This is an optimization exercise on Yosys and OpenROAD, whose aim is small area, a short achievable clock period and few clock cycles per item, not a production implementation. Function was checked by simulation only, so behaviour that the tests miss may differ from the original. No activity file was given, so power comes from the tool's default toggle rates.

$ cat design/flow/design.v
package ale_pkg;
   localparam int DEPTH_DEF = 64;
   localparam int ELEM_W = 32;
   localparam int IDX_W  = 7;
   localparam int CAP_W  = 7;
   localparam int OP_W   = 4;
   localparam int ST_W   = 2;
   localparam int REQ_TDATA_W = 40;
   localparam int REQ_TUSER_W = OP_W;
   localparam int RSP_TDATA_W = ELEM_W;
   localparam int RSP_TUSER_W = ST_W;
   localparam int CSR_TDATA_W = 8;
   localparam logic [CAP_W-1:0] CAP_RESET = 7'd64;
   typedef enum logic [OP_W-1:0] {
      REQ_APPEND  = 4'd0,
      REQ_INSERT  = 4'd1,
      REQ_DELETE  = 4'd2,
      REQ_SEARCH  = 4'd3,
      REQ_GET     = 4'd4,
      REQ_SET     = 4'd5,
      REQ_MAX     = 4'd6,
      REQ_MIN     = 4'd7,
      REQ_SUM     = 4'd8,
      REQ_AVERAGE = 4'd9
   } req_code_type;
   typedef enum logic [ST_W-1:0] {
      ST_OK       = 2'd0,
      ST_FULL     = 2'd1,
      ST_BADIDX   = 2'd2,
      ST_NOTFOUND = 2'd3
   } status_type;
   typedef enum logic [2:0] {
      S_IDLE,
      S_SCAN,
      S_TAIL,
      S_DIV,
      S_DONE
   } state_type;
endpackage
import ale_pkg::*;
module ale_div_step #(
   parameter int DIGITS = 4
) (
   input  logic [6:0]          n,       
   input  logic [7:0]          n3,      
   input  logic [5:0]          rem_i,
   input  logic [2*DIGITS-1:0] bits_i,
   output logic [5:0]          rem_o,
   output logic [2*DIGITS-1:0] quo_o
);
   logic [7:0] kn [1:3];
   logic [5:0] a [1:3];
   logic [1:0] b [1:3];
   logic [3:0] na0 [1:3];    
   logic [3:0] na1 [1:3];    
   assign kn[1] = {1'b0, n};
   assign kn[2] = {n, 1'b0};
   assign kn[3] = n3;
   genvar k, s;
   generate
      for (k = 1; k <= 3; k++) begin : g_kn
         assign a[k]   = kn[k][7:2];
         assign b[k]   = kn[k][1:0];
         assign na0[k] = 4'(-a[k][3:0]);
         assign na1[k] = ~a[k][3:0];
      end
   endgenerate
   logic [5:0] r [DIGITS+1];
   assign r[0] = rem_i;
   generate
      for (s = 0; s < DIGITS; s++) begin : g_dig
         logic [1:0] d;
         logic [3:1] c;
         logic [5:0] cand [4];
         assign d = bits_i[2*(DIGITS-s)-1 -: 2];
         assign cand[0] = {r[s][3:0], d};
         for (k = 1; k <= 3; k++) begin : g_k
            logic lt_db;
            logic gt, eq;
            logic [3:0] kk;
            assign lt_db   = d < b[k];
            assign gt      = r[s] > a[k];
            assign eq      = r[s] == a[k];
            assign c[k]    = gt || (eq && !lt_db);
            assign kk      = lt_db ? na1[k] : na0[k];
            assign cand[k] = {4'(r[s][3:0] + kk), 2'(d - b[k])};
         end
         assign r[s+1] = c[3] ? cand[3] : (c[2] ? cand[2] : (c[1] ? cand[1] : cand[0]));
         assign quo_o[2*(DIGITS-s)-1] = c[2];
         assign quo_o[2*(DIGITS-s)-2] = c[1] ^ c[2] ^ c[3];
      end
   endgenerate
   assign rem_o = r[DIGITS];
endmodule
module ale_div #(
   parameter int NUM_W = 39,
   parameter int DEN_W = 7
) (
   input  logic                       clock,
   input  logic                       reset,
   input  logic                       start,
   input  logic [NUM_W-1:0]           num,
   input  logic [DEN_W-1:0]           den,
   output logic                       done,
   output logic [ale_pkg::ELEM_W-1:0] quo
);
   localparam int DIV_DIG  = 2;
   localparam int DIV_BITS = 2 * DIV_DIG;
   localparam int DIV_CYC  = 32 / DIV_BITS;
   localparam int DCW      = $clog2(DIV_CYC);
   logic              div_ff, dwr_ff, dneg_ff;
   logic [DCW-1:0]    dcnt_ff;
   logic [5:0]        drem_ff;
   logic [31:0]       dq_ff, dnq_ff;
   logic [6:0]        dn_ff;
   logic [7:0]        dn3_ff;
   logic [NUM_W-1:0]    a;
   logic [5:0]          dv_rem_o;
   logic [DIV_BITS-1:0] dv_quo;
   logic [31:0]         dnq_next;
   logic                div_last;
   assign a        = num ^ {NUM_W{num[NUM_W-1]}};
   assign div_last = div_ff && (dcnt_ff == DCW'(DIV_CYC - 1));
   always_comb begin
      logic [31:0] nq, nmq;
      nq  = dnq_ff;
      nmq = '1;
      for (int b = 0; b < 32; b++) begin
         if (b < DIV_BITS * int'(dcnt_ff)) nmq[b] = !dq_ff[b];
      end
      for (int g = DIV_DIG - 1; g >= 0; g--) begin
         if (dv_quo[2*g +: 2] == 2'd0) nq = {nq[29:0], 2'b00};
         else nq = {nmq[29:0], 2'(3'd4 - 3'(dv_quo[2*g +: 2]))};
         nmq = {nmq[29:0], 2'(2'd3 - dv_quo[2*g +: 2])};
      end
      dnq_next = nq;
   end
   ale_div_step #(
      .DIGITS (DIV_DIG)
   ) u_step (
      .n     (dn_ff),
      .n3    (dn3_ff),
      .rem_i (drem_ff),
      .bits_i(dq_ff[31 -: DIV_BITS]),
      .rem_o (dv_rem_o),
      .quo_o (dv_quo)
   );
   always_ff @(posedge clock) begin
      if (reset) begin
         div_ff <= 1'b0;
         dwr_ff <= 1'b0;
      end else begin
         if (start) div_ff <= 1'b1;
         else if (div_last) div_ff <= 1'b0;
         dwr_ff <= div_last;
      end
   end
   always_ff @(posedge clock) begin
      if (start) begin
         dneg_ff <= num[NUM_W-1];
         dn_ff   <= 7'(den);
         dn3_ff  <= 8'(8'(den) + 8'({den, 1'b0}));
         dcnt_ff <= '0;
         drem_ff <= a[37:32];
         dq_ff   <= a[31:0];
         dnq_ff  <= '0;
      end else if (div_ff) begin
         if (!div_last) dcnt_ff <= DCW'(dcnt_ff + 1'b1);
         drem_ff <= dv_rem_o;
         dq_ff   <= {dq_ff[31-DIV_BITS:0], dv_quo};
         dnq_ff  <= dnq_next;
      end
   end
   assign done = dwr_ff;
   assign quo  = !dneg_ff ? dq_ff : ((7'(drem_ff) == 7'(dn_ff - 7'd1)) ? ~dq_ff : dnq_ff);
endmodule
import ale_pkg::*;
module array_list_engine #(
   parameter int DEPTH = ale_pkg::DEPTH_DEF
) (
   input  logic                            clock,
   input  logic                            reset,
   input  logic                            req_tvalid,
   output logic                            req_tready,
   input  logic [ale_pkg::REQ_TDATA_W-1:0] req_tdata,
   input  logic [ale_pkg::REQ_TUSER_W-1:0] req_tuser,
   output logic                            rsp_tvalid,
   input  logic                            rsp_tready,
   output logic [ale_pkg::RSP_TDATA_W-1:0] rsp_tdata,
   output logic [ale_pkg::RSP_TUSER_W-1:0] rsp_tuser,
   input  logic                            csr_tvalid,
   output logic                            csr_tready,
   input  logic [ale_pkg::CSR_TDATA_W-1:0] csr_tdata
);
   localparam int AW    = $clog2(DEPTH);
   localparam int CW    = $clog2(DEPTH + 1);
   localparam int CMPW  = (CW > IDX_W) ? CW : IDX_W;
   localparam int SUM_W = ELEM_W + CW;
   localparam logic [CMPW-1:0] DEPTH_C = CMPW'(DEPTH);
   ale_pkg::state_type               state_ff, state_in;
   logic [OP_W-1:0]         op_ff, op_in;
   logic [ELEM_W-1:0]       key_ff, key_in;
   logic [CW-1:0]           count_ff, count_in;
   logic [CAP_W-1:0]        cap_ff, cap_in;
   logic [AW-1:0]           ptr_ff, ptr_in;
   logic [AW-1:0]           last_ff, last_in;
   logic                    down_ff, down_in;
   logic                    issue_ff, issue_in;
   logic                    rd_vld_ff, rd_vld_in;
   logic [AW-1:0]           rd_addr_ff, rd_addr_in;
   logic [ELEM_W-1:0]       rd_data_ff;
   logic [ELEM_W-1:0]       prev_ff, prev_in;
   logic [AW-1:0]           wr_addr_ff, wr_addr_in;
   logic signed [SUM_W-1:0] acc_ff, acc_in, acc_sum;
   logic signed [SUM_W-1:0] sum_ff, sum_in;
   logic [ELEM_W-1:0]       mx_ff, mx_in, mn_ff, mn_in;
   logic [CW-1:0]           mxc_ff, mxc_in, mnc_ff, mnc_in, scnt_ff, scnt_in;
   logic                    mxv_ff, mxv_in, mnv_ff, mnv_in;
   logic [ELEM_W-1:0]       val_ff, val_in;
   ale_pkg::status_type              st_ff, st_in;
   logic                    rsp_vld_ff, rsp_vld_in;
   logic [RSP_TDATA_W-1:0]  rsp_data_ff, rsp_data_in;
   logic [RSP_TUSER_W-1:0]  rsp_user_ff, rsp_user_in;
   logic [ELEM_W-1:0]       mem_q [DEPTH];
   logic                    mem_we;
   logic [AW-1:0]           mem_wa;
   logic [ELEM_W-1:0]       mem_wd;
   logic [OP_W-1:0]         req_op;
   logic [IDX_W-1:0]        req_idx;
   logic [ELEM_W-1:0]       req_elem;
   logic [CMPW-1:0]         n_c, i_c, cap_c, cap_eff;
   logic [AW-1:0]           n_a, nm1_a, idx_a;
   ale_pkg::state_type               dsp_state;
   ale_pkg::status_type              dsp_st;
   logic [AW-1:0]           dsp_first, dsp_last, dsp_waddr;
   logic                    rd_last, hit;
   logic                    div_start, div_done;
   logic [ELEM_W-1:0]       div_quo;
   assign req_op   = req_tuser[OP_W-1:0];
   assign req_idx  = req_tdata[IDX_W-1:0];
   assign req_elem = req_tdata[IDX_W +: ELEM_W];
   assign n_c     = CMPW'(count_ff);
   assign i_c     = CMPW'(req_idx);
   assign cap_c   = CMPW'(cap_ff);
   assign cap_eff = (cap_ff == '0) ? CMPW'(1) : ((cap_c > DEPTH_C) ? DEPTH_C : cap_c);
   assign n_a     = count_ff[AW-1:0];
   assign nm1_a   = AW'(count_ff - 1'b1);
   assign idx_a   = i_c[AW-1:0];
   always_comb begin
      dsp_state = S_DONE;
      dsp_st    = ST_OK;
      dsp_first = '0;
      dsp_last  = nm1_a;
      dsp_waddr = idx_a;
      case (req_op)
         REQ_APPEND: begin
            dsp_waddr = n_a;
            if (n_c >= cap_eff) begin
               dsp_st = ST_FULL;
            end else begin
               dsp_state = S_TAIL;
            end
         end
         REQ_INSERT: begin
            if (i_c > n_c) begin
               dsp_st = ST_BADIDX;
            end else if (n_c >= cap_eff) begin
               dsp_st = ST_FULL;
            end else if (i_c == n_c) begin
               dsp_state = S_TAIL;
            end else begin
               dsp_state = S_SCAN;
               dsp_first = nm1_a;
               dsp_last  = idx_a;
            end
         end
         REQ_DELETE: begin
            if (i_c >= n_c) begin
               dsp_st = ST_BADIDX;
            end else begin
               dsp_state = S_SCAN;
               dsp_first = idx_a;
            end
         end
         REQ_SEARCH: begin
            dsp_st    = ST_NOTFOUND;
            dsp_waddr = '0;
            if (n_c != '0) begin
               dsp_state = S_SCAN;
            end
         end
         REQ_GET: begin
            if (i_c >= n_c) begin
               dsp_st = ST_BADIDX;
            end else begin
               dsp_state = S_SCAN;
               dsp_first = idx_a;
               dsp_last  = idx_a;
            end
         end
         REQ_SET: begin
            if (i_c >= n_c) begin
               dsp_st = ST_BADIDX;
            end else begin
               dsp_state = S_SCAN;
               dsp_first = idx_a;
               dsp_last  = idx_a;
            end
         end
         REQ_MAX: begin
            if (n_c == '0) begin
               dsp_st = ST_BADIDX;
            end else if (!mxv_ff) begin
               dsp_state = S_SCAN;
            end
         end
         REQ_MIN: begin
            if (n_c == '0) begin
               dsp_st = ST_BADIDX;
            end else if (!mnv_ff) begin
               dsp_state = S_SCAN;
            end
         end
         REQ_AVERAGE: begin
            if (n_c == '0) begin
               dsp_st = ST_BADIDX;
            end else begin
               dsp_state = S_DIV;
            end
         end
         REQ_SUM: begin
         end
         default: begin
         end
      endcase
   end
   assign rd_last = rd_addr_ff == last_ff;
   assign hit     = rd_data_ff == key_ff;
   assign acc_sum = acc_ff + SUM_W'($signed(rd_data_ff));
   always_comb begin
      state_in = state_ff;
      case (state_ff)
         S_IDLE: begin
            if (req_tvalid) begin
               state_in = dsp_state;
            end
         end
         S_SCAN: begin
            if (rd_vld_ff) begin
               case (op_ff)
                  REQ_SEARCH: begin
                     if (hit) begin
                        state_in = (rd_addr_ff != '0) ? S_TAIL : S_DONE;
                     end else if (rd_last) begin
                        state_in = S_DONE;
                     end
                  end
                  REQ_INSERT, REQ_SET: begin
                     if (rd_last) begin
                        state_in = S_TAIL;
                     end
                  end
                  REQ_AVERAGE: begin
                     if (rd_last) begin
                        state_in = S_DIV;
                     end
                  end
                  default: begin
                     if (rd_last) begin
                        state_in = S_DONE;
                     end
                  end
               endcase
            end
         end
         S_TAIL: begin
            state_in = S_DONE;
         end
         S_DIV: begin
            if (div_done) begin
               state_in = S_DONE;
            end
         end
         S_DONE: begin
            if (!rsp_vld_ff || rsp_tready) begin
               state_in = S_IDLE;
            end
         end
         default: begin
            state_in = S_IDLE;
         end
      endcase
   end
   task automatic trk_remove(input logic [ELEM_W-1:0] v);
      if (mxv_in && (v == mx_in)) begin
         if (mxc_in == CW'(1)) mxv_in = 1'b0;
         mxc_in = CW'(mxc_in - 1'b1);
      end
      if (mnv_in && (v == mn_in)) begin
         if (mnc_in == CW'(1)) mnv_in = 1'b0;
         mnc_in = CW'(mnc_in - 1'b1);
      end
   endtask
   task automatic trk_add(input logic [ELEM_W-1:0] x, input logic first);
      if (first || ($signed(x) > $signed(mx_in)) || ((x == mx_in) && !mxv_in)) begin
         mx_in  = x;
         mxc_in = CW'(1);
         mxv_in = 1'b1;
      end else if (x == mx_in) begin
         mxc_in = CW'(mxc_in + 1'b1);
      end
      if (first || ($signed(x) < $signed(mn_in)) || ((x == mn_in) && !mnv_in)) begin
         mn_in  = x;
         mnc_in = CW'(1);
         mnv_in = 1'b1;
      end else if (x == mn_in) begin
         mnc_in = CW'(mnc_in + 1'b1);
      end
   endtask
   always_comb begin
      op_in       = op_ff;
      key_in      = key_ff;
      count_in    = count_ff;
      cap_in      = cap_ff;
      ptr_in      = ptr_ff;
      last_in     = last_ff;
      down_in     = down_ff;
      issue_in    = issue_ff;
      prev_in     = prev_ff;
      wr_addr_in  = wr_addr_ff;
      acc_in      = acc_ff;
      val_in      = val_ff;
      st_in       = st_ff;
      rsp_vld_in  = rsp_vld_ff;
      rsp_data_in = rsp_data_ff;
      rsp_user_in = rsp_user_ff;
      mem_we      = 1'b0;
      mem_wa      = rd_addr_ff;
      mem_wd      = rd_data_ff;
      div_start   = 1'b0;
      sum_in      = sum_ff;
      mx_in       = mx_ff;
      mxc_in      = mxc_ff;
      mxv_in      = mxv_ff;
      mn_in       = mn_ff;
      mnc_in      = mnc_ff;
      mnv_in      = mnv_ff;
      scnt_in     = scnt_ff;
      rd_vld_in  = (state_ff == S_SCAN) && issue_ff;
      rd_addr_in = ptr_ff;
      if ((state_ff == S_SCAN) && issue_ff) begin
         if (ptr_ff == last_ff) begin
            issue_in = 1'b0;
         end else begin
            ptr_in = down_ff ? AW'(ptr_ff - 1'b1) : AW'(ptr_ff + 1'b1);
         end
      end
      if (csr_tvalid) begin
         cap_in = csr_tdata[CAP_W-1:0];
      end
      if (rsp_tready) begin
         rsp_vld_in = 1'b0;
      end
      case (state_ff)
         S_IDLE: begin
            if (req_tvalid) begin
               op_in      = req_op;
               key_in     = req_elem;
               val_in     = '0;
               st_in      = dsp_st;
               acc_in     = '0;
               ptr_in     = dsp_first;
               last_in    = dsp_last;
               down_in    = req_op == REQ_INSERT;
               issue_in   = dsp_state == S_SCAN;
               wr_addr_in = dsp_waddr;
               if (req_op == REQ_SUM) begin
                  val_in = sum_ff[ELEM_W-1:0];
               end
               if ((req_op == REQ_MAX) && (n_c != '0)) begin
                  val_in = mx_ff;
               end
               if ((req_op == REQ_MIN) && (n_c != '0)) begin
                  val_in = mn_ff;
               end
               if ((req_op == REQ_AVERAGE) && (dsp_state == S_DIV)) begin
                  div_start = 1'b1;
               end
            end
         end
         S_SCAN: begin
            if (rd_vld_ff) begin
               case (op_ff)
                  REQ_INSERT: begin
                     mem_we = 1'b1;
                     mem_wa = AW'(rd_addr_ff + 1'b1);
                  end
                  REQ_DELETE: begin
                     if (rd_addr_ff == wr_addr_ff) begin
                        val_in = rd_data_ff;
                        sum_in = sum_ff - SUM_W'($signed(rd_data_ff));
                        trk_remove(rd_data_ff);
                     end else begin
                        mem_we = 1'b1;
                        mem_wa = AW'(rd_addr_ff - 1'b1);
                     end
                     if (rd_last) begin
                        count_in = CW'(count_ff - 1'b1);
                     end
                  end
                  REQ_SEARCH: begin
                     prev_in = rd_data_ff;
                     if (hit) begin
                        val_in     = ELEM_W'(rd_addr_ff);
                        st_in      = ST_OK;
                        wr_addr_in = AW'(rd_addr_ff - 1'b1);
                        if (rd_addr_ff != '0) begin
                           mem_we = 1'b1;
                           mem_wa = rd_addr_ff;
                           mem_wd = prev_ff;
                        end
                     end
                  end
                  REQ_GET: begin
                     val_in = rd_data_ff;
                  end
                  REQ_SET: begin
                     sum_in = sum_ff + SUM_W'($signed(key_ff)) - SUM_W'($signed(rd_data_ff));
                     trk_remove(rd_data_ff);
                     trk_add(key_ff, 1'b0);
                  end
                  REQ_MAX: begin
                     if ((rd_addr_ff == '0) || ($signed(rd_data_ff) > $signed(val_ff))) begin
                        val_in  = rd_data_ff;
                        scnt_in = CW'(1);
                     end else if (rd_data_ff == val_ff) begin
                        scnt_in = CW'(scnt_ff + 1'b1);
                     end
                     if (rd_last) begin
                        mx_in  = val_in;
                        mxc_in = scnt_in;
                        mxv_in = 1'b1;
                     end
                  end
                  REQ_MIN: begin
                     if ((rd_addr_ff == '0) || ($signed(rd_data_ff) < $signed(val_ff))) begin
                        val_in  = rd_data_ff;
                        scnt_in = CW'(1);
                     end else if (rd_data_ff == val_ff) begin
                        scnt_in = CW'(scnt_ff + 1'b1);
                     end
                     if (rd_last) begin
                        mn_in  = val_in;
                        mnc_in = scnt_in;
                        mnv_in = 1'b1;
                     end
                  end
                  REQ_SUM: begin
                     acc_in = acc_sum;
                     if (rd_last) begin
                        val_in = acc_sum[ELEM_W-1:0];
                     end
                  end
                  REQ_AVERAGE: begin
                     acc_in = acc_sum;
                     if (rd_last) begin
                        div_start = 1'b1;
                     end
                  end
                  default: begin
                  end
               endcase
            end
         end
         S_TAIL: begin
            mem_we = 1'b1;
            mem_wa = wr_addr_ff;
            mem_wd = key_ff;
            if ((op_ff == REQ_APPEND) || (op_ff == REQ_INSERT)) begin
               count_in = CW'(count_ff + 1'b1);
               sum_in   = sum_ff + SUM_W'($signed(key_ff));
               trk_add(key_ff, count_ff == '0);
            end
         end
         S_DIV: begin
            if (div_done) begin
               val_in = div_quo;
            end
         end
         S_DONE: begin
            if (!rsp_vld_ff || rsp_tready) begin
               rsp_vld_in  = 1'b1;
               rsp_data_in = val_ff;
               rsp_user_in = st_ff;
            end
         end
         default: begin
         end
      endcase
   end
   always_ff @(posedge clock) begin
      if (reset) begin
         state_ff   <= S_IDLE;
         count_ff   <= '0;
         cap_ff     <= CAP_RESET;
         issue_ff   <= 1'b0;
         rd_vld_ff  <= 1'b0;
         rsp_vld_ff <= 1'b0;
         sum_ff     <= '0;
         mxv_ff     <= 1'b0;
         mnv_ff     <= 1'b0;
      end else begin
         state_ff   <= state_in;
         count_ff   <= count_in;
         cap_ff     <= cap_in;
         issue_ff   <= issue_in;
         rd_vld_ff  <= rd_vld_in;
         rsp_vld_ff <= rsp_vld_in;
         sum_ff     <= sum_in;
         mxv_ff     <= mxv_in;
         mnv_ff     <= mnv_in;
      end
   end
   always_ff @(posedge clock) begin
      op_ff       <= op_in;
      key_ff      <= key_in;
      ptr_ff      <= ptr_in;
      last_ff     <= last_in;
      down_ff     <= down_in;
      rd_addr_ff  <= rd_addr_in;
      prev_ff     <= prev_in;
      wr_addr_ff  <= wr_addr_in;
      acc_ff      <= acc_in;
      val_ff      <= val_in;
      st_ff       <= st_in;
      rsp_data_ff <= rsp_data_in;
      rsp_user_ff <= rsp_user_in;
      mx_ff       <= mx_in;
      mxc_ff      <= mxc_in;
      mn_ff       <= mn_in;
      mnc_ff      <= mnc_in;
      scnt_ff     <= scnt_in;
   end
   always_ff @(posedge clock) begin
      if (mem_we) begin
         mem_q[mem_wa] <= mem_wd;
      end
      rd_data_ff <= mem_q[ptr_ff];
   end
   ale_div #(
      .NUM_W (SUM_W),
      .DEN_W (CW)
   ) u_div (
      .clock (clock),
      .reset (reset),
      .start (div_start),
      .num   (sum_ff),
      .den   (count_ff),
      .done  (div_done),
      .quo   (div_quo)
   );
   assign req_tready = state_ff == S_IDLE;
   assign rsp_tvalid = rsp_vld_ff;
   assign rsp_tdata  = rsp_data_ff;
   assign rsp_tuser  = rsp_user_ff;
   assign csr_tready = 1'b1;
endmodule
$ cat design/flow/run.sh
#!/bin/bash
# synth_recipe.tcl (not shown) runs the flow's synth.tcl, then flattens the netlist and writes it again
# the make line also repeats each setting of config.mk as NAME=value (left out here)
make -C /OpenROAD-flow-scripts/flow DESIGN_CONFIG=/design/flow/config.mk WORK_HOME=/design/flow/orfs CLKGATE_MAP_FILE= SYNTH_SCRIPT=/design/flow/synth_recipe.tcl finish
$ cat design/flow/config.mk
export PLATFORM = sky130hd
export DESIGN_NAME = array_list_engine
export DESIGN_NICKNAME = array_list_engine
export VERILOG_FILES = /design/flow/design.v
export SDC_FILE = /design/flow/constraint.sdc
export NUM_CORES = 4
export LEC_CHECK = 0
export CAP_MARGIN = 20
export CORE_MARGIN = 2
export CORE_UTILIZATION = 40
export SETUP_SLACK_MARGIN = 1.2
export SLEW_MARGIN = 20
$ cat design/flow/constraint.sdc
create_clock -name core_clock -period 6.0 [get_ports {clock}]
set_input_delay 1.2000 -clock core_clock [delete_from_list [all_inputs] [get_ports {clock}]]
set_output_delay 1.2000 -clock core_clock [all_outputs]
set_load 0.01 [all_outputs]
==> key figures, run 1 <==
Run status
  – Status: finished clean

Worst setup path
  – Worst Setup End Kind: flip-flop
  – Kind of critical path: reg -> reg
  – Crit path launch type: flip-flop
  – Worst EP arrival: 5.83 ns
  – CP max stage delay: 0.55 ns
  – CP Cell Sequence: ha_2 > nand3_1 > nor3_2 > a22o_4 > a31o_4 > a31o_4 > a21o_1 > a21oi_2 > xor2_2 > o21ai_1 > ha_1 > nand4_1 > nor4b_2 > inv_1 > a211oi_2 > buf_4 > o2111ai_4 > nand3_2 > buf_6 > a31oi_4 > xor2_1 > o21ai_1 > o221a_2
  – WP data required: 6.70 ns
  – Slowest cell on crit path: dfxtp_1
  – Buf/Inv on CP: 3
  – Crit path max-delay family: compound AO/OA/AOI/OAI gates
  – Critical path peak fanout: 6

STA
  – Final worst setup slack: 0.8722 ns
  – Worst slew pin tran: 1.162 ns
  – Crit path time final: 5.128 ns
  – # setup viols final: 0
  – Endpoints failing hold: 0
  – Max transition margin: 22.53%
  – Slew Limit Fails: 0
  – Fmax: 0.1950 GHz
  – Unrepaired setup endpoints after global routing: true
  – Skew final: 0.06132 ns
  – Setup TNS: 0 ns
  – Final period utilization: 85.46%

Final layout
  – Synthesis-to-layout area growth: 15.98%
  – Layout cells sized above 1: 23.67%
  – Finished Layout Cells: 11,412
  – Final Util: 46.64%
  – Final net count: 7,837

Logic synthesis
  – Number of synthesized flops with an enable pin: 2,367
  – Synth warn: 11
  – Synth cell count leaders: edfxtp_1, mux4_2, nor2_1
  – Synth Cell Area: 0.1135 sq mm
  – Most frequent cell after synthesis: edfxtp_1
  – Mapped Cells: 7,039
  – Post-synth ARST share: 0%
  – Synth area leader: edfxtp_1
  – Synth Flop Type: edfxtp_1
  – Netlist cell types: 111
  – Net Count, Synth: 7,420
  – Top-area cell type share of the netlist area: 62.62%
  – Avg Cell Area, Syn: 16.13 sq um
  – Top post-synthesis cells by area: edfxtp_1, mux4_2, ha_1
  – Sequential share of the synthesized area: 65.12%
  – Yosys reg bits: 2,509

Power
  – Total power: 42.18 mW
  – Worst IR Drop VDD: 246.8 uV
  – Static Leak: 43.06 nW
  – Cell Pwr Density: 320.4 mW/mm^2

Placed design
  – Placed cell count: 10,854
  – Final Wtd Congestion: 0.9647
  – DPL Wire Length: 227,100 microns
  – I/O Buffers: 90
  – Dpl ws: 0.03200 ns

Die
  – Die Wd: 536.7 microns
  – Die Y-Extent: 536.7 microns
  – Initial core utilization: 40.21%
  – Row count: 195
  – Total die area: 0.2880 sq mm
  – Ports: 94
  – Core Area: 0.2823 sq mm

GRT
  – Tot GR Track Use: 24.21%
  – Largest net degree at the start of global routing: 97
  – Vias in the first global route: 67,638
  – Global-route wire length before repair: 499,500 microns
  – Global route total overflow: 0
  – Initial antenna violation count: 12

Flow run
  – Max_cap viols: 0

Clock tree
  – Clk buf depth: 4
  – TritonCTS clock tree: done
  – Clock sink count: 2,509
  – Worst skew pair latency: 0.86 ns
  – Clock Tree Root: clkbuf_16
  – Htree depth: 5
  – Reg clk slew, reported paths: 0.07 ns
  – # hold bufs at CTS: 0
  – Cts bufs inserted: 272

Route
  – Routed len/inst: 30.91 microns
  – Initial DRT Pass Iterations: 9
  – Via density: 5.981
  – Final antenna-violating net count: 0
  – Initial DRC count: 7,931
  – # DRC: 0
  – Routed WL: 352,700 microns
  – Vias: 68,257

Hold path
  – Hold Path Class: reg -> reg
==> cell type report <==
cell class / count / area (sq um)
clock buffer: 366 / 7452
clock inverter: 116 / 1044
timing repair buffer: 522 / 4912
tap: 3743 / 4683
inverter: 236 / 892.1
multi-input combinational: 3915 / 38690
fill: 23989 / 150600
antenna: 5 / 12.51
sequential: 2509 / 73960
==> worst reg2reg max path, cell delays in order (launching register included) <==
cell and delay, ns:
dfxtp_1 0.55, ha_2 0.41, nand3_1 0.12, nor3_2 0.06, a22o_4 0.27, a31o_4 0.25, a31o_4 0.25, a21o_1 0.19
a21oi_2 0.16, xor2_2 0.19, o21ai_1 0.10, ha_1 0.34, nand4_1 0.21, nor4b_2 0.35, inv_1 0.12, a211oi_2 0.20
buf_4 0.18, o2111ai_4 0.20, nand3_2 0.16, buf_6 0.12, a31oi_4 0.08, xor2_1 0.16, o21ai_1 0.07, o221a_2 0.26
==> cell usage in the layout, fill, tap and decap left out, types with 61 or more instances in the layout <==
cell type	synthesis	layout
clkdlybuf4s50_1	0	89
nand3_1	84	83
buf_4	9	363
nor2_1	416	337
o21ai_0	289	259
inv_1	235	226
a21o_1	109	107
nand4_1	61	61
clkbuf_1	245	76
xnor2_1	252	248
ha_1	309	287
edfxtp_1	2367	2367
xor2_1	93	88
nand2_1	395	356
a21oi_1	301	281
clkbuf_16	0	282
mux4_2	657	657
dfxtp_1	142	124
nor2_4	0	69
mux2i_1	124	122
==> path summary, 6_finish.rpt <==
path              startpoint             to  slack [ns]  cells after the start
setup / recovery   sum_ff[9]     sum_ff[35]        0.87                     23
hold / removal     ptr_ff[5]  rd_addr_ff[5]        0.48                      0
setup reg to reg   sum_ff[9]     sum_ff[35]        0.87                     23
hold reg to reg    ptr_ff[5]  rd_addr_ff[5]        0.48                      0
==> metrics by stage <==
stage | hold slack [ns] | instance area, sq um
3_5_place_dp | 0.4596 | 121600
5_1_grt | 0.4807 | 131600
2_1_floorplan | 0.3411 | 113600
4_1_cts | 0.4749 | 131100
3_3_place_gp | 0.4618 | 121600
6_report | 0.4750 | 131600
==> what timing repair did <==
action / CTS / global route
setup endpoints to repair: 126 / 100
resized for setup: 137 / 68
setup buffers: 50 / 19
cloned: 1 / 0
pin swaps: 78 / 75
==> kinds of logic (layout without fill, tap and decap cells) <==
group                    after synthesis  count (layout)  synth area share (%)
flip-flops                          2509            2509                 65.12
AND/OR/NAND/NOR                     1232            1232                 4.978
AO/OA/AOI/OAI                       1202            1202                 6.924
multiplexers                         806             806                 14.38
buffers and inverters                615            1240                 2.188
XOR/XNOR                             350             350                 2.734
adder cells (fa/ha/maj)              324             324                 3.671
other                                  1               6              0.003304
==> layer usage <==
| metal | global-route usage (%) | vias to the layer above | part of all wire (%) |
|---|---|---|---|
| met5 | 0 | - | 0.0031 |
| met4 | 8.291 | 2 | 3.8 |
| met3 | 3.623 | 592 | 7.4 |
| met2 | 39.37 | 2926 | 48 |
| met1 | 33.29 | 35913 | 41 |
| li1 | - | 28824 | - |
==> report_power, final <==
| part | leakage [nW] | total, mW | internal [mW] | switching [mW] |
|---|---|---|---|---|
| clock | 4.13 | 16.2 | 9.32 | 6.89 |
| combinational | 16.4 | 5.29 | 1.80 | 3.49 |
| sequential | 22.5 | 20.7 | 20.1 | 0.580 |
| total | 43.1 | 42.2 | 31.2 | 11.0 |
==> flip-flops by register name (all words and copies together), names as in the netlist, 8 cells and up <==
signal,flops
sum_ff,39
prev_ff,32
u_div.dnq_ff,32
mx_ff,32
rsp_data_ff,32
u_div.dq_ff,32
u_div.dn3_ff,8
mem_q,2048
mn_ff,32
val_ff,32
rd_data_ff,32
acc_ff,32
key_ff,32
Testbench counts, summed over its fixed seeds: cycles 287,132, requests 16,000.
==> run 2, diff against run 1 <==
--- a/design/flow/design.v
+++ b/design/flow/design.v
@@ -525,9 +525,8 @@
                      val_in = rd_data_ff;
                   end
                   REQ_SET: begin
-                     sum_in = sum_ff + SUM_W'($signed(key_ff)) - SUM_W'($signed(rd_data_ff));
+                     sum_in = sum_ff - SUM_W'($signed(rd_data_ff));
                      trk_remove(rd_data_ff);
-                     trk_add(key_ff, 1'b0);
                   end
                   REQ_MAX: begin
                      if ((rd_addr_ff == '0) || ($signed(rd_data_ff) > $signed(val_ff))) begin
@@ -578,6 +577,8 @@
             mem_wd = key_ff;
             if ((op_ff == REQ_APPEND) || (op_ff == REQ_INSERT)) begin
                count_in = CW'(count_ff + 1'b1);
+            end
+            if ((op_ff == REQ_APPEND) || (op_ff == REQ_INSERT) || (op_ff == REQ_SET)) begin
                sum_in   = sum_ff + SUM_W'($signed(key_ff));
                trk_add(key_ff, count_ff == '0);
             end
--- a/design/flow/config.mk
+++ b/design/flow/config.mk
@@ -8,5 +8,4 @@
 export CAP_MARGIN = 20
 export CORE_MARGIN = 2
 export CORE_UTILIZATION = 40
-export SETUP_SLACK_MARGIN = 1.2
 export SLEW_MARGIN = 20
==> run 2 against run 1 <==
Net effect:
- still clean on timing, DRC and antenna
- final cell count is 4.3% lower
- worst setup slack worse by 0.33 ns
- count of clock-buffer cells in the layout is 18 lower
- final area is 3.0% lower
- non-clock buffer count is 148 lower
- via count is 6.5% lower
- largest power group unchanged
==> key figures, run 2 <==
Clock tree
  – Setup Buffers After CTS: 0 (-100%)
  – Htree depth: 5 (unchanged)
  – Worst skew pair latency: 0.87 ns (about the same)
  – Clock Tree Root: clkbuf_16
  – Clock sink count: 2,509 (unchanged)
  – TritonCTS clock tree: done
  – Clk buf depth: 4 (unchanged)
  – Cts bufs inserted: 274 (+0.74%)
  – Reg clk slew, reported paths: 0.06 ns (about the same)

GRT
  – Vias in the first global route: 63,153 (-6.6%)
  – Global route total overflow: 0 (unchanged)
  – Global-route wire length before repair: 458,500 microns (-8.2%)
  – Initial antenna violation count: 19 (+7)
  – Tot GR Track Use: 22.14% (-2.1 points)
  – Largest net degree at the start of global routing: 129 (+33%)

Logic synthesis
  – Yosys reg bits: 2,509 (unchanged)
  – Synth Cell Area: 0.1113 sq mm (-1.9%)
  – Top-area cell type share of the netlist area: 63.84% (+1.2 points)
  – Synth area leader: edfxtp_1
  – Mapped Cells: 6,721 (-4.5%)
  – Synth Flop Type: edfxtp_1
  – Synth cell count leaders: edfxtp_1, mux4_2, nor2_1
  – Number of synthesized flops with an enable pin: 2,367 (unchanged)
  – Most frequent cell after synthesis: edfxtp_1
  – Synth warn: 11 (unchanged)
  – Avg Cell Area, Syn: 16.57 sq um (+2.7%)
  – Net Count, Synth: 7,062 (-4.8%)
  – Top post-synthesis cells by area: edfxtp_1, mux4_2, ha_1
  – Sequential share of the synthesized area: 66.39% (+1.3 points)
  – Netlist cell types: 84 (-24%)
  – Post-synth ARST share: 0% (unchanged)

Final layout
  – Commonest non-fill, non-tap cell in the layout: edfxtp_1
  – Synthesis-to-layout area growth: 14.66%
  – Final Util: 46.13% (-0.50 points)
  – Largest Register: mem_q
  – Final net count: 7,344 (-6.3%)
  – Most frequent cells in the layout: edfxtp_1, mux4_2, a21oi_1, nor2_1, clkbuf_16
  – Final Instance Area: 0.1277 sq mm (-3.0%)
  – Max reg flops: 2,048 (unchanged)
  – Layout cells sized above 1: 20.56% (-3.1 points)
  – Top flop regs: mem_q: 2048 flops, sum_ff: 39 flops

Die
  – Row count: 193 (-1.0%)
  – Core Area: 0.2767 sq mm (-2.0%)
  – Ports: 94 (unchanged)
  – Die Wd: 531.6 microns (-0.95%)
  – Total die area: 0.2826 sq mm (-1.9%)
  – Initial core utilization: 40.23% (about the same)
  – Die Y-Extent: 531.6 microns (-0.95%)

Worst setup path
  – Worst Setup End Kind: flip-flop
  – Crit path launch type: flip-flop
  – Critical path peak fanout: 6 (unchanged)
  – Worst EP arrival: 6.16 ns (+0.33 ns)
  – Kind of critical path: reg -> reg
  – WP data required: 6.70 ns (about the same)
  – R2R Setup Slk: 0.54 ns (-0.33 ns)

STA
  – Worst slew pin tran: 1.099 ns (-0.06265 ns)
  – Max transition margin: 26.71% (+4.2 points)
  – Final period utilization: 90.96% (+5.5 points)
  – Min Hold Slack: 0.4413 ns (-0.03376 ns)
  – # setup viols final: 0 (unchanged)
  – Final worst setup slack: 0.5424 ns (-0.3298 ns)
  – Slew Limit Fails: 0 (unchanged)
  – Endpoints failing hold: 0 (unchanged)
  – Crit path time final: 5.458 ns (+0.3298 ns)
  – Setup TNS: 0 ns (unchanged)
  – Unrepaired setup endpoints after global routing: false
  – Skew final: 0.08090 ns (+0.01958 ns)
  – Fmax: 0.1832 GHz (-6.0%)

Flow run
  – Max_cap viols: 0 (unchanged)

Route
  – Via density: 5.842 (-2.3%)
  – Routed WL: 319,300 microns (-9.5%)
  – # DRC: 0 (unchanged)
  – Routed len/inst: 29.23 microns (-5.4%)
  – Final antenna-violating net count: 0 (unchanged)
  – Initial DRT Pass Iterations: 6 (-3)
  – Vias: 63,815 (-6.5%)
  – Initial DRC count: 7,146 (-9.9%)

Power
  – Cell Pwr Density: 351.1 mW/mm^2 (+9.6%)
  – Static Leak: 41.85 nW (-2.8%)
  – Worst IR Drop VDD: 269.0 uV (+9.0%)

Placed design
  – Post-DP Area: 0.1189 sq mm (-2.2%)
  – Dpl ws: 0.2432 ns (+0.2112 ns)
  – DPL Wire Length: 207,600 microns (-8.6%)
  – Final Wtd Congestion: 0.9708 (+0.63%)
  – I/O Buffers: 90 (unchanged)

Hold path
  – Hold Path Class: reg -> reg

Run status
  – Status: finished clean
==> run 2: cell types whose count changed after synthesis, moves of 28 or more <==
cell and delta:
inv_1 -36, a21oi_1 +91, o221ai_1 +28, clkbuf_1 +40, xor2_1 +74, buf_2 -53, mux2i_1 +40, nand2_1 -124
o21ai_0 -108, and3_1 +28, xnor2_1 -100, ha_1 -39
==> run 2: cell type report <==
type | count | area [sq um]
diodes | 5 | 12.51
clock buffers | 348 | 7355
multi-input cells | 3645 | 36230
clock inverters | 138 | 1074
repair buffers | 374 | 3661
well taps | 3705 | 4636
flip-flops and latches | 2509 | 73940
inverters | 199 | 747.0
fillers | 23650 | 149100
==> run 2: path summary, 6_finish.rpt <==
path	from	endpoint	cells after the start
worst min register to register	sum_ff[38]	u_div.dneg_ff	0
worst max register to register	rd_data_ff[5]	sum_ff[36]	17
worst max-delay path	rd_data_ff[5]	sum_ff[36]	17
worst min-delay path	sum_ff[38]	u_div.dneg_ff	0
==> run 2: layer usage <==
metal | wire, microns | GRT usage (%) | vias to the layer above
met1 | 135000 | 31.08 | 33472
met4 | 10980 | 6.854 | 4
met3 | 20590 | 2.913 | 514
met2 | 152700 | 35.92 | 2403
met5 | 37 | 0 | -
li1 | - | - | 27422
==> run 2: stage by stage <==
step / cells / power (mW)
after floorplan: 6721 / 25.85
after global placement: 10432 / 28.77
after detailed placement: 10432 / 28.91
after CTS: 10918 / 45.00
after global routing: 10920 / 46.35
final: 10923 / 44.82
==> run 2: critical path, cell delays in order, from the launching register on <==
cell and delay (ns):
dfxtp_1 0.32, or4_4 0.58, or4b_1 0.63, nor3_1 0.19, buf_4 0.17, nand2_1 0.09
nor4_1 0.25, xnor2_1 0.11, a21o_1 0.24, ha_1 0.41, nand4_1 0.23, nor4_1 0.72
o21ai_0 0.32, a21oi_1 0.36, nor2_1 0.09, a21oi_1 0.24, nor4_1 0.09, a311o_1 0.29
==> run 2: what timing repair did <==
| action | 4_1_cts | 5_1_grt |
|---|---|---|
| hold buffers | 0 | 0 |
| resized for setup | 0 | 6 |
| endpoints found under the setup margin | 0 | 29 |
==> run 2: where the power goes <==
group          total, mW  switching [mW]  internal [mW]
Clock               16.1            6.82           9.29
Combinational       7.07            4.65           2.43
Sequential          21.6            1.01           20.6
Total               44.8            12.5           32.3
==> run 2: cell families (layout without fill, tap and decap cells) <==
group	count (synthesis)	in the layout	share of synthesized area (%)
compound gates	1065	1065	6.083
xor+xnor	319	319	2.509
fa+ha+maj	284	284	3.286
buf+inv	567	1059	1.917
flops	2509	2509	66.39
mux	843	843	15.05
other cells	1	6	0.003368
simple gates	1133	1133	4.764
Testbench counts of run 2, summed over its fixed seeds: cycles 287,132, requests 16,000.
==> run 3, diff against run 2 <==
--- a/design/flow/config.mk
+++ b/design/flow/config.mk
@@ -8,4 +8,5 @@
 export CAP_MARGIN = 20
 export CORE_MARGIN = 2
 export CORE_UTILIZATION = 40
+export SETUP_SLACK_MARGIN = 1.5
 export SLEW_MARGIN = 20
==> run 3 against run 2 <==
Net effect:
- die area stayed put
- worst hold slack better by 0.064 ns
- critical path type unchanged
- global-route usage is 0.42 points higher
- power is 1.5% higher
- core utilization is 0.73 points higher
- via count is 1.1% higher
- flip-flop and latch count stayed put
- highest routed layer unchanged
==> key figures, run 3 <==
Logic synthesis
  – Yosys reg bits: 2,509 (unchanged)
  – Top post-synthesis cells by area: edfxtp_1, mux4_2, ha_1
  – Synth Flop Type: edfxtp_1
  – Synth Area in Compound Gates: 6.083% (unchanged)
  – Synth Cell Area: 0.1113 sq mm (unchanged)
  – Sequential share of the synthesized area: 66.39% (unchanged)
  – Post-synth ARST share: 0% (unchanged)
  – Post-synthesis xor/xnor area fraction: 2.509% (unchanged)
  – Simple-gate share of the synthesized area: 4.764% (unchanged)
  – Net Count, Synth: 7,062 (unchanged)
  – Synth cell count leaders: edfxtp_1, mux4_2, nor2_1
  – Synth Area in Adders: 3.286% (unchanged)
  – Top-area cell type share of the netlist area: 63.84% (unchanged)
  – Largest family of logic cells by synthesized area: multiplexers
  – Mapped Cells: 6,721 (unchanged)
  – Avg Cell Area, Syn: 16.57 sq um (unchanged)
  – Synth area leader: edfxtp_1
  – Number of synthesized flops with an enable pin: 2,367 (unchanged)
  – Synth warn: 11 (unchanged)
  – Most frequent cell after synthesis: edfxtp_1
  – Netlist cell types: 84 (unchanged)
  – Post-synthesis mux area share: 15.05% (unchanged)

Final layout
  – Max reg flops: 2,048 (unchanged)
  – Synthesis-to-layout area growth: 16.47%
  – Top flop regs: mem_q: 2048 flops, sum_ff: 39 flops
  – Final net count: 7,412 (+0.93%)
  – Finished Layout Cells: 10,988 (+0.60%)
  – Most frequent cells in the layout: edfxtp_1, mux4_2, a21oi_1, nor2_1, clkbuf_16
  – Layout cells sized above 1: 23.75% (+3.2 points)
  – Final Util: 46.86% (+0.73 points)
  – Largest Register: mem_q
  – Commonest non-fill, non-tap cell in the layout: edfxtp_1

Worst setup path
  – Critical path peak fanout: 5 (-1)
  – CP max stage delay: 0.46 ns (-0.26 ns)
  – Worst EP arrival: 5.70 ns (-0.46 ns)
  – Worst setup endpoint: u_div.dnq_ff[2]
  – Crit path launch type: flip-flop
  – CP Cell Sequence: inv_2 > ha_4 > inv_4 > fa_2 > xnor2_2 > ha_2 > inv_2 > fa_2 > a21oi_2 > a21oi_2 > mux2i_2 > ha_1 > a21o_1 > a21oi_2 > o21ai_1 > o21a_1 > a31oi_1 > o21ai_2 > xnor2_4 > buf_6 > ha_4 > buf_6 > or3b_4 > a311oi_2
  – Crit-path most repeated cell: a21oi_2
  – WP data required: 6.71 ns (about the same)
  – Register-to-Register Path Depth: 24 (+7)
  – Worst Setup End Kind: flip-flop
  – Slowest cell on crit path: fa_2
  – R2R Setup Slk: 1.01 ns (+0.47 ns)
  – Kind of critical path: reg -> reg
  – Worst R2R End: u_div.dnq_ff[2]
  – CP Launch Point: u_div.dq_ff[30]
  – Reg2reg start: u_div.dq_ff[30]

Route
  – Initial DRT Pass Iterations: 6 (unchanged)
  – Final antenna-violating net count: 0 (unchanged)
  – Initial DRC count: 6,899 (-3.5%)
  – Via density: 5.869 (+0.47%)
  – Routed WL: 324,800 microns (+1.7%)
  – # DRC: 0 (unchanged)
  – Routed len/inst: 29.56 microns (+1.1%)
  – Vias: 64,494 (+1.1%)

GRT
  – Tot GR Track Use: 22.55% (+0.42 points)
  – Initial antenna violation count: 26 (+7)
  – Global-route wire length before repair: 466,600 microns (+1.8%)
  – Vias in the first global route: 64,037 (+1.4%)
  – Largest net degree at the start of global routing: 129 (unchanged)
  – Global route total overflow: 0 (unchanged)

STA
  – Unrepaired setup endpoints after global routing: true
  – Endpoints failing hold: 0 (unchanged)
  – Skew final: 0.09783 ns (+0.01693 ns)
  – Final period utilization: 83.12% (-7.8 points)
  – Crit path time final: 4.987 ns (-0.4702 ns)
  – Setup TNS: 0 ns (unchanged)
  – Slew Limit Fails: 0 (unchanged)
  – Max transition margin: 17.02% (-9.7 points)
  – # setup viols final: 0 (unchanged)
  – Worst slew pin tran: 1.235 ns (+0.1358 ns)
  – Fmax: 0.2005 GHz (+9.4%)

Die
  – Die Wd: 531.6 microns (unchanged)
  – Die Y-Extent: 531.6 microns (unchanged)
  – Core Area: 0.2767 sq mm (unchanged)
  – Initial core utilization: 40.23% (unchanged)
  – Total die area: 0.2826 sq mm (unchanged)
  – Ports: 94 (unchanged)
  – Row count: 193 (unchanged)

Placed design
  – Final Wtd Congestion: 0.9382 (-3.4%)
  – I/O Buffers: 90 (unchanged)
  – Placed cell count: 10,418 (-0.13%)
  – DPL Wire Length: 204,200 microns (-1.6%)

Clock tree
  – Worst skew pair latency: 0.90 ns (+0.03 ns)
  – Reg clk slew, reported paths: 0.06 ns (about the same)
  – Clock sink count: 2,509 (unchanged)
  – Clock Tree Root: clkbuf_16
  – TritonCTS clock tree: done
  – Clk buf depth: 4 (unchanged)
  – Htree depth: 5 (unchanged)
  – Cts bufs inserted: 273 (-0.36%)

Hold path
  – Hold Path Class: reg -> reg

Run status
  – Status: finished clean

Power
  – Worst IR Drop VDD: 246.9 uV (-8.2%)
  – Cell Pwr Density: 350.8 mW/mm^2 (about the same)
  – Static Leak: 42.40 nW (+1.3%)

Flow run
  – Max_cap viols: 0 (unchanged)
-- run 3: cell counts after synthesis --
Identical to the previous run, type by type.
-- run 3: worst max-delay path, delay by kind of cell, from the launching register on --
family	cells	cell delay, ns
fa+ha+maj	6	1.74
compound gates	9	1.26
buf+inv	5	0.48
flops	1	0.40
xor+xnor	2	0.38
simple gates	1	0.36
mux	1	0.26
-- run 3: cell type report --
type                       count  area, sq um
inverter                     199        749.5
multi-input combinational   3645        37170
tap                         3705         4636
clock inverter               122         1240
clock buffer                 358         7443
sequential                  2509        73960
timing repair buffer         443         4468
antenna                        7        17.52
fill                       23512       147100
-- run 3: per-stage QoR --
stage / worst slack (ns) / area, sq um / hold slack, ns / power, mW
after floorplan: 1.324 / 111600 / 0.3290 / 25.85
after global placement: 0.5548 / 119100 / 0.4864 / 28.77
after detailed placement: 0.5371 / 119100 / 0.4865 / 28.92
after CTS: 1.077 / 128900 / 0.4954 / 45.58
after global routing: 0.8391 / 129700 / 0.5211 / 47.07
final: 1.013 / 129700 / 0.5049 / 45.49
-- run 3: repair_timing --
item / CTS / global route
pin swaps: 60 / 51
resized for setup: 134 / 87
hold buffers: 0 / 0
gates cloned: 3 / 0
endpoints found under the setup margin: 1958 / 499
hold endpoints to repair: 0 / 0
buffers inserted: 56 / 24
-- run 3: cell families (layout without fill, tap and decap cells) --
| group | Yosys count | count (layout) |
|---|---|---|
| DFF | 2509 | 2509 |
| and+or+nand+nor | 1133 | 1133 |
| AOI/OAI and AO/OA | 1065 | 1065 |
| muxes | 843 | 843 |
| buffers and inverters | 567 | 1122 |
| xor gates and xnor gates | 319 | 319 |
| adders and majority gates | 284 | 284 |
| other | 1 | 8 |
-- run 3: where the power goes --
| group | total [mW] | switching [mW] | internal, mW |
|---|---|---|---|
| logic | 7.37 | 4.79 | 2.57 |
| registers | 21.6 | 1.01 | 20.6 |
| clock network | 16.5 | 6.88 | 9.60 |
-- run 3: worst min path at each step --
stage,start,endpoint,slack (ns),cells past startpoint
2_1_floorplan,ptr_ff[5],rd_addr_ff[5],0.33,0
3_3_place_gp,sum_ff[32],sum_ff[32],0.49,2
3_5_place_dp,sum_ff[32],sum_ff[32],0.49,2
4_1_cts,sum_ff[32],sum_ff[32],0.50,2
5_1_grt,ptr_ff[2],rd_addr_ff[2],0.52,0
6_report,issue_ff,rd_vld_ff,0.50,1
-- run 3: per-layer routing --
| layer | track usage, % | part of all wire (%) |
|---|---|---|
| met4 | 7.397 | 3.5 |
| met5 | 0 | 0.014 |
| met2 | 36.90 | 48 |
| met3 | 2.853 | 6.4 |
| met1 | 31.31 | 42 |
==> run 4, diff against run 3 <==
--- a/design/flow/config.mk
+++ b/design/flow/config.mk
@@ -7,6 +7,6 @@
 export LEC_CHECK = 0
 export CAP_MARGIN = 20
 export CORE_MARGIN = 2
-export CORE_UTILIZATION = 40
+export CORE_UTILIZATION = 50
 export SETUP_SLACK_MARGIN = 1.5
 export SLEW_MARGIN = 20
==> run 4 against run 3 <==
Net effect:
- sequential share of layout area rose by 0.29 points
- area after synthesis did not move
- global-route usage rose by 6.0 points
- maximum frequency rose by 1.6%
==> key figures, run 4 <==
Placed design
  – DPL Wire Length: 205,000 microns (+0.43%)
  – I/O Buffers: 90 (unchanged)
  – Final Wtd Congestion: 0.9695 (+3.3%)

Final layout
  – Final net count: 7,449 (+0.50%)
  – Most frequent cells in the layout: edfxtp_1, mux4_2, a21oi_1, nor2_1
  – Max reg flops: 2,048 (unchanged)
  – Commonest non-fill, non-tap cell in the layout: edfxtp_1
  – Largest Register: mem_q
  – Layout cells sized above 1: 23.94% (+0.19 points)
  – Top flop regs: mem_q: 2048 flops, sum_ff: 39 flops
  – Synthesis-to-layout area growth: 15.87%

STA
  – Max transition margin: 22.82% (+5.8 points)
  – Fmax: 0.2038 GHz (+1.6%)
  – Final period utilization: 81.79% (-1.3 points)
  – Skew final: 0.07243 ns (-0.02541 ns)
  – Min Hold Slack: 0.4409 ns (-0.06396 ns)
  – Unrepaired setup endpoints after global routing: true
  – # setup viols final: 0 (unchanged)
  – Setup TNS: 0 ns (unchanged)
  – Worst slew pin tran: 1.126 ns (-0.1096 ns)
  – Endpoints failing hold: 0 (unchanged)
  – Crit path time final: 4.908 ns (-0.07980 ns)
  – Slew Limit Fails: 0 (unchanged)

GRT
  – Vias in the first global route: 64,043 (+0.0094%)
  – Global route total overflow: 0 (unchanged)
  – Initial antenna violation count: 9 (-65%)
  – Global-route wire length before repair: 460,100 microns (-1.4%)
  – Tot GR Track Use: 28.52% (+6.0 points)
  – Largest net degree at the start of global routing: 97 (-25%)

Hold path
  – Hold Path Class: reg -> reg

Worst setup path
  – Critical path peak fanout: 8 (+3)
  – Slowest cell on crit path: fa_2
  – Buf/Inv on CP: 6 (+1)
  – Kind of critical path: reg -> reg
  – WP data required: 6.81 ns (+0.10 ns)
  – Crit path launch type: flip-flop
  – CP max stage delay: 0.54 ns (+0.08 ns)
  – Worst EP arrival: 5.72 ns (+0.02 ns)
  – Crit path max-delay family: adder cells
  – Worst Setup End Kind: flip-flop
  – Crit-path most repeated cell: a21oi_2

Route
  – # DRC: 0 (unchanged)
  – Initial DRT Pass Iterations: 6 (unchanged)
  – Vias: 64,939 (+0.69%)
  – Via density: 6.313 (+7.6%)
  – Initial DRC count: 7,059 (+2.3%)
  – Final antenna-violating net count: 0 (unchanged)
  – Routed len/inst: 31.44 microns (+6.3%)
  – Routed WL: 323,400 microns (-0.44%)

Die
  – Die Wd: 475.9 microns (-10%)
  – Total die area: 0.2265 sq mm (-20%)
  – Ports: 94 (unchanged)
  – Die Y-Extent: 475.9 microns (-10%)
  – Core Area: 0.2219 sq mm (-20%)
  – Initial core utilization: 50.18% (+9.9 points)
  – Row count: 173 (-10%)

Clock tree
  – Clock sink count: 2,509 (unchanged)
  – Cts bufs inserted: 286 (+4.8%)
  – Clock Tree Root: clkbuf_16
  – TritonCTS clock tree: done
  – # hold bufs at CTS: 0 (unchanged)
  – Worst skew pair latency: 0.94 ns (+0.04 ns)
  – Reg clk slew, reported paths: 0.06 ns (about the same)
  – Htree depth: 5 (unchanged)
  – Clk buf depth: 4 (unchanged)

Logic synthesis
  – Synth area leader: edfxtp_1
  – Net Count, Synth: 7,062 (unchanged)
  – Synth Flop Type: edfxtp_1
  – Top post-synthesis cells by area: edfxtp_1, mux4_2, ha_1
  – Netlist cell types: 84 (unchanged)
  – Avg Cell Area, Syn: 16.57 sq um (unchanged)
  – Mapped Cells: 6,721 (unchanged)
  – Synth Cell Area: 0.1113 sq mm (unchanged)
  – Synth cell count leaders: edfxtp_1, mux4_2, nor2_1
  – Sequential share of the synthesized area: 66.39% (unchanged)
  – Number of synthesized flops with an enable pin: 2,367 (unchanged)
  – Top-area cell type share of the netlist area: 63.84% (unchanged)
  – Most frequent cell after synthesis: edfxtp_1
  – Yosys reg bits: 2,509 (unchanged)
  – Synth warn: 11 (unchanged)
  – Post-synth ARST share: 0% (unchanged)

Flow run
  – Max_cap viols: 0 (unchanged)

Power
  – Static Leak: 42.58 nW (+0.44%)
  – Worst IR Drop VDD: 311.5 uV (+26%)
  – Cell Pwr Density: 353.0 mW/mm^2 (+0.65%)
  – Total power: 45.55 mW (+0.13%)

Run status
  – Status: finished clean
run 4: final cells by class:
| type | count | area, sq um |
|---|---|---|
| fillers | 16717 | 92860 |
| flip-flops and latches | 2509 | 73950 |
| multi-input cells | 3647 | 37230 |
| clock buffers | 358 | 7594 |
| repair buffers | 465 | 4543 |
| well taps | 2975 | 3722 |
| clock inverters | 129 | 1202 |
| inverters | 199 | 757.0 |
| diodes | 5 | 12.51 |
run 4: through the flow:
step	cell area [sq um]	util [%]	instances	worst slack [ns]
5_1_grt	129000	58.14	10283	0.8582
3_3_place_gp	118300	53.31	9706	0.6326
3_5_place_dp	118300	53.32	9707	0.6859
2_1_floorplan	111600	-	6721	1.324
6_report	129000	58.15	10287	1.092
4_1_cts	128000	57.70	10250	1.172
run 4: kinds of logic after synthesis:
group                    Yosys count  share of synthesized area [%]
other                              1                       0.003368
buffers and inverters            567                          1.917
adder cells (fa/ha/maj)          284                          3.286
AO/OA/AOI/OAI                   1065                          6.083
XOR/XNOR                         319                          2.509
AND/OR/NAND/NOR                 1133                          4.764
multiplexers                     843                          15.05
flip-flops                      2509                          66.39
run 4: where the power goes:
part,leakage (nW),switching [mW],internal (mW)
clock network,4.29,6.80,9.83
registers,22.6,0.998,20.6
logic,15.7,4.71,2.58
run 4: routing by layer:
layer / track usage, % / vias to the layer above / share of wire [%]
li1: - / 27625 / -
met1: 38.81 / 34022 / 40
met2: 46.11 / 2668 / 48
met4: 12.71 / 4 / 5.0
met5: 0 / - / 0.0083
met3: 4.029 / 620 / 6.8
run 4: what timing repair did:
item | 4_1_cts | 5_1_grt
resized for setup | 114 | 114
setup endpoints to repair | 391 | 562
gates cloned | 3 | 0
pin swaps | 45 | 80
buffers inserted | 53 | 32
run 4: final timing paths:
kind | start | endpoint | slack, ns | cells past startpoint
max | u_div.dq_ff[30] | u_div.dnq_ff[17] | 1.09 | 26
min | st_ff[1] | rsp_user_ff[1] | 0.44 | 0
max reg2reg | u_div.dq_ff[30] | u_div.dnq_ff[17] | 1.09 | 26
min reg2reg | st_ff[1] | rsp_user_ff[1] | 0.44 | 0
==> run 5, diff against run 4 <==
--- a/design/flow/config.mk
+++ b/design/flow/config.mk
@@ -7,6 +7,6 @@
 export LEC_CHECK = 0
 export CAP_MARGIN = 20
 export CORE_MARGIN = 2
-export CORE_UTILIZATION = 50
-export SETUP_SLACK_MARGIN = 1.5
+export CORE_UTILIZATION = 40
+export SETUP_SLACK_MARGIN = 2.0
 export SLEW_MARGIN = 20
==> run 5 against run 4 <==
Net effect:
- still clean on timing, DRC and antenna
- die area rose by 25%
- core utilization fell by 11 points
- power fell by 0.28%
- non-clock buffer count rose by 30
- combinational power rose by 5.3%
- worst hold slack got worse by 0.021 ns
- register-to-register slack got worse by 0.07 ns
- critical endpoint is now u_div.dnq_ff[2]
==> key figures, run 5 <==
STA
  – Skew final: 0.07698 ns (+0.004553 ns)
  – Final period utilization: 82.95% (+1.2 points)
  – Fmax: 0.2009 GHz (-1.4%)
  – # setup viols final: 0 (unchanged)
  – Worst slew pin tran: 1.075 ns (-0.05082 ns)
  – Slew Limit Fails: 0 (unchanged)
  – Max transition margin: 28.35% (+5.5 points)
  – Crit path time final: 4.977 ns (+0.06965 ns)
  – Unrepaired setup endpoints after global routing: true
  – Setup TNS: 0 ns (unchanged)
  – Endpoints failing hold: 0 (unchanged)

Route
  – # DRC: 0 (unchanged)
  – Final antenna-violating net count: 0 (unchanged)
  – Routed WL: 323,700 microns (about the same)
  – Via density: 5.883 (-6.8%)
  – Routed len/inst: 29.33 microns (-6.7%)
  – Initial DRT Pass Iterations: 6 (unchanged)
  – Initial DRC count: 7,315 (+3.6%)
  – Vias: 64,924 (-0.023%)

Final layout
  – Most frequent cells in the layout: edfxtp_1, mux4_2, a21oi_1, nor2_1, clkbuf_16
  – Reg area: 0.07398 sq mm (about the same)
  – Largest Register: mem_q
  – Max reg flops: 2,048 (unchanged)
  – Layout cells sized above 1: 25.29% (+1.4 points)
  – Top flop regs: mem_q: 2048 flops, sum_ff: 39 flops
  – Commonest non-fill, non-tap cell in the layout: edfxtp_1
  – Final net count: 7,462 (+0.17%)
  – Finished Layout Cells: 11,035 (+7.3%)
  – Final Util: 47.18% (-11 points)
  – # fillers: 23,516 (+41%)
  – Area of the multi-input gates: 0.03766 sq mm (+1.2%)
  – Synthesis-to-layout area growth: 17.27%

Logic synthesis
  – Top post-synthesis cells by area: edfxtp_1, mux4_2, ha_1
  – Number of synthesized flops with an enable pin: 2,367 (unchanged)
  – Netlist cell types: 84 (unchanged)
  – Synth warn: 11 (unchanged)
  – Synth Flop Type: edfxtp_1
  – Most frequent cell after synthesis: edfxtp_1
  – Mapped Cells: 6,721 (unchanged)
  – Net Count, Synth: 7,062 (unchanged)
  – Top-area cell type share of the netlist area: 63.84% (unchanged)
  – Post-synth ARST share: 0% (unchanged)
  – Yosys reg bits: 2,509 (unchanged)
  – Synth area leader: edfxtp_1
  – Avg Cell Area, Syn: 16.57 sq um (unchanged)
  – Sequential share of the synthesized area: 66.39% (unchanged)
  – Synth Cell Area: 0.1113 sq mm (unchanged)
  – Synth cell count leaders: edfxtp_1, mux4_2, nor2_1

Power
  – Clock share of power: 35.5% (-1.0 points)
  – NetSw: 12.71 mW (+1.6%)
  – Combinational share of power: 16.9% (+0.9 points)
  – Cell Pwr Density: 347.8 mW/mm^2 (-1.5%)
  – Reg power frac: 47.6% (about the same)
  – Sw Ratio: 27.99% (+0.53 points)
  – Static Leak: 42.72 nW (+0.31%)
  – Pint: 32.70 mW (-1.0%)
  – Total power: 45.42 mW (-0.28%)
  – Worst IR Drop VDD: 350.2 uV (+12%)

Placed design
  – DPL Wire Length: 205,200 microns (about the same)
  – I/O Buffers: 90 (unchanged)
  – Placed cell count: 10,421 (+7.4%)
  – Final Wtd Congestion: 0.9339 (-3.7%)

Worst setup path
  – Kind of critical path: reg -> reg
  – WP data required: 6.72 ns (-0.09 ns)
  – Register-to-Register Path Depth: 24 (-7.7%)
  – Crit path launch type: flip-flop
  – Worst EP arrival: 5.70 ns (-0.02 ns)
  – Reg2reg start: u_div.dq_ff[30]
  – R2R Setup Slk: 1.02 ns (-0.07 ns)
  – Worst Setup End Kind: flip-flop
  – Worst R2R End: u_div.dnq_ff[2]
  – Critical path peak fanout: 5 (-3)

Clock tree
  – Reg clk slew, reported paths: 0.06 ns (about the same)
  – Clk buf depth: 4 (unchanged)
  – Htree depth: 5 (unchanged)
  – Cts bufs inserted: 270 (-5.6%)
  – Worst skew pair latency: 0.87 ns (-0.07 ns)
  – Clock Tree Root: clkbuf_16
  – Clock sink count: 2,509 (unchanged)
  – TritonCTS clock tree: done
  – # hold bufs at CTS: 0 (unchanged)

GRT
  – Initial antenna violation count: 19 (+10)
  – Largest net degree at the start of global routing: 129 (+33%)
  – Vias in the first global route: 64,026 (-0.027%)
  – Global-route wire length before repair: 462,300 microns (+0.47%)
  – Tot GR Track Use: 22.33% (-6.2 points)
  – Global route total overflow: 0 (unchanged)

Hold path
  – Hold Path Class: reg -> reg
  – HP Start: st_ff[1]
  – Hold endpoint: rsp_user_ff[1]
  – WHS Path Cells: 0 (unchanged)

Die
  – Total die area: 0.2826 sq mm (+25%)
  – Core Area: 0.2767 sq mm (+25%)
  – Ports: 94 (unchanged)
  – Row count: 193 (+12%)
  – Initial core utilization: 40.23% (-9.9 points)
  – Die Wd: 531.6 microns (+12%)
  – Die Y-Extent: 531.6 microns (+12%)

Run status
  – Status: finished clean

Flow run
  – Max_cap viols: 0 (unchanged)
[run 5: per-layer routing]
| metal | vias to the layer above | track usage (%) | part of all wire (%) |
|---|---|---|---|
| met5 | - | 0 | 0.013 |
| met4 | 6 | 7.001 | 3.7 |
| met3 | 548 | 3.051 | 7.0 |
| met1 | 33989 | 31.52 | 42 |
| li1 | 27650 | - | - |
| met2 | 2731 | 35.93 | 47 |
[run 5: worst max-delay path: stages (launching register included)]
cell and delay [ns]:
edfxtp_1 0.40, inv_2 0.13, ha_4 0.16, inv_4 0.04, fa_2 0.40, xnor2_2 0.15
ha_2 0.22, inv_2 0.04, fa_2 0.53, a21oi_1 0.08, a21oi_2 0.25, mux2i_4 0.13
buf_4 0.18, ha_1 0.17, a21o_1 0.18, a21oi_2 0.15, o21ai_2 0.08, o21a_2 0.16
xnor2_4 0.19, xnor2_2 0.13, buf_6 0.16, ha_4 0.20, buf_6 0.12, or3b_4 0.37
a311oi_2 0.26
[run 5: per-stage QoR]
step	worst slack, ns	area, sq um	hold slack (ns)
2_1_floorplan	1.410	111800	0.3290
3_3_place_gp	0.6325	119100	0.4109
3_5_place_dp	0.6732	119100	0.4071
4_1_cts	1.062	129200	0.4206
5_1_grt	0.8465	130600	0.4261
6_report	1.023	130600	0.4197
[run 5: repair_timing]
action                     in CTS  in global routing
buffers inserted               73                 53
hold endpoints to repair        0                  0
gates resized for setup       221                188
setup endpoints to repair    4271               3093
pin swaps                     103                104
gates cloned                    0                  7
[run 5: cell families (layout without fill, tap and decap cells)]
group           after synthesis  after routing  share of synthesized area (%)
fa+ha+maj                   284            284                          3.286
mux                         843            843                          15.05
simple gates               1133           1134                          4.764
other cells                   1              5                       0.003368
buf+inv                     567           1171                          1.917
compound gates             1065           1065                          6.083
flops                      2509           2509                          66.39
xor+xnor                    319            319                          2.509
[run 5: area by class of cell]
class	instances	area share [%]
antenna	4	0.007666
inverter	199	0.5788
sequential	2509	56.66
multi-input combinational	3646	28.84
timing repair buffer	495	3.900
clock buffer	342	5.535
tap	3705	3.550
clock inverter	135	0.9285
[run 5: how the worst max path moves through the flow]
stage / startpoint / end / cells past startpoint / slack, ns
6_report: u_div.dq_ff[30] / u_div.dnq_ff[2] / 24 / 1.02
5_1_grt: u_div.dq_ff[30] / u_div.dnq_ff[2] / 24 / 0.85
4_1_cts: u_div.dq_ff[30] / u_div.dnq_ff[31] / 26 / 1.06
3_5_place_dp: u_div.drem_ff[0] / u_div.dnq_ff[16] / 26 / 0.67
3_3_place_gp: u_div.drem_ff[0] / u_div.dnq_ff[10] / 26 / 0.63
2_1_floorplan: u_div.dn_ff[1] / u_div.dnq_ff[29] / 25 / 1.41
[run 5: power by group through the flow]
stage | registers, mW | logic (mW) | clock network [mW]
after global placement | 22.0 | 6.76 | 0
final | 21.6 | 7.68 | 16.1
after detailed placement | 22.0 | 6.94 | 0
after floorplan | 21.4 | 4.46 | 0
after global routing | 21.6 | 8.24 | 17.1
after CTS | 21.6 | 7.22 | 16.4

==> what the ideal ports hide <==
No port has a modelled driver above. Below, the same layouts with a new extraction and two added sets of constraints.
Step 1 sets driving cells, clkbuf_16 on the clock port and buf_2 on the other inputs (assumed; they add their load-dependent delay and slew).
Step 2 moves the port delays by t, midway between the first and last clock arrival at a register: inputs arrive t later, outputs are due t later. That takes back most of the time a late clock gives input paths.
a / b / c = ideal ports / drivers / drivers and shift; a / b = the first two.
run	t, ns	setup WS [ns]	clock arrival spread, ns	worst data-port slew with drivers (ns)
run 1	0.928	0.872 / 0.872 / 0.855	0.062 / 0.062	0.13
run 2	0.921	0.542 / 0.542 / 0.542	0.080 / 0.081	0.14
run 3	0.939	1.013 / 1.013 / 1.013	0.102 / 0.102	0.13
run 4	0.990	1.092 / 1.092 / 1.092	0.082 / 0.082	0.06
run 5	0.923	1.023 / 1.023 / 1.023	0.078 / 0.078	0.13
After both steps setup and hold are still met in every run listed. The setup slack of run 1, which loses most, moves by 0.000 ns with the drivers and by -0.017 ns with both steps.
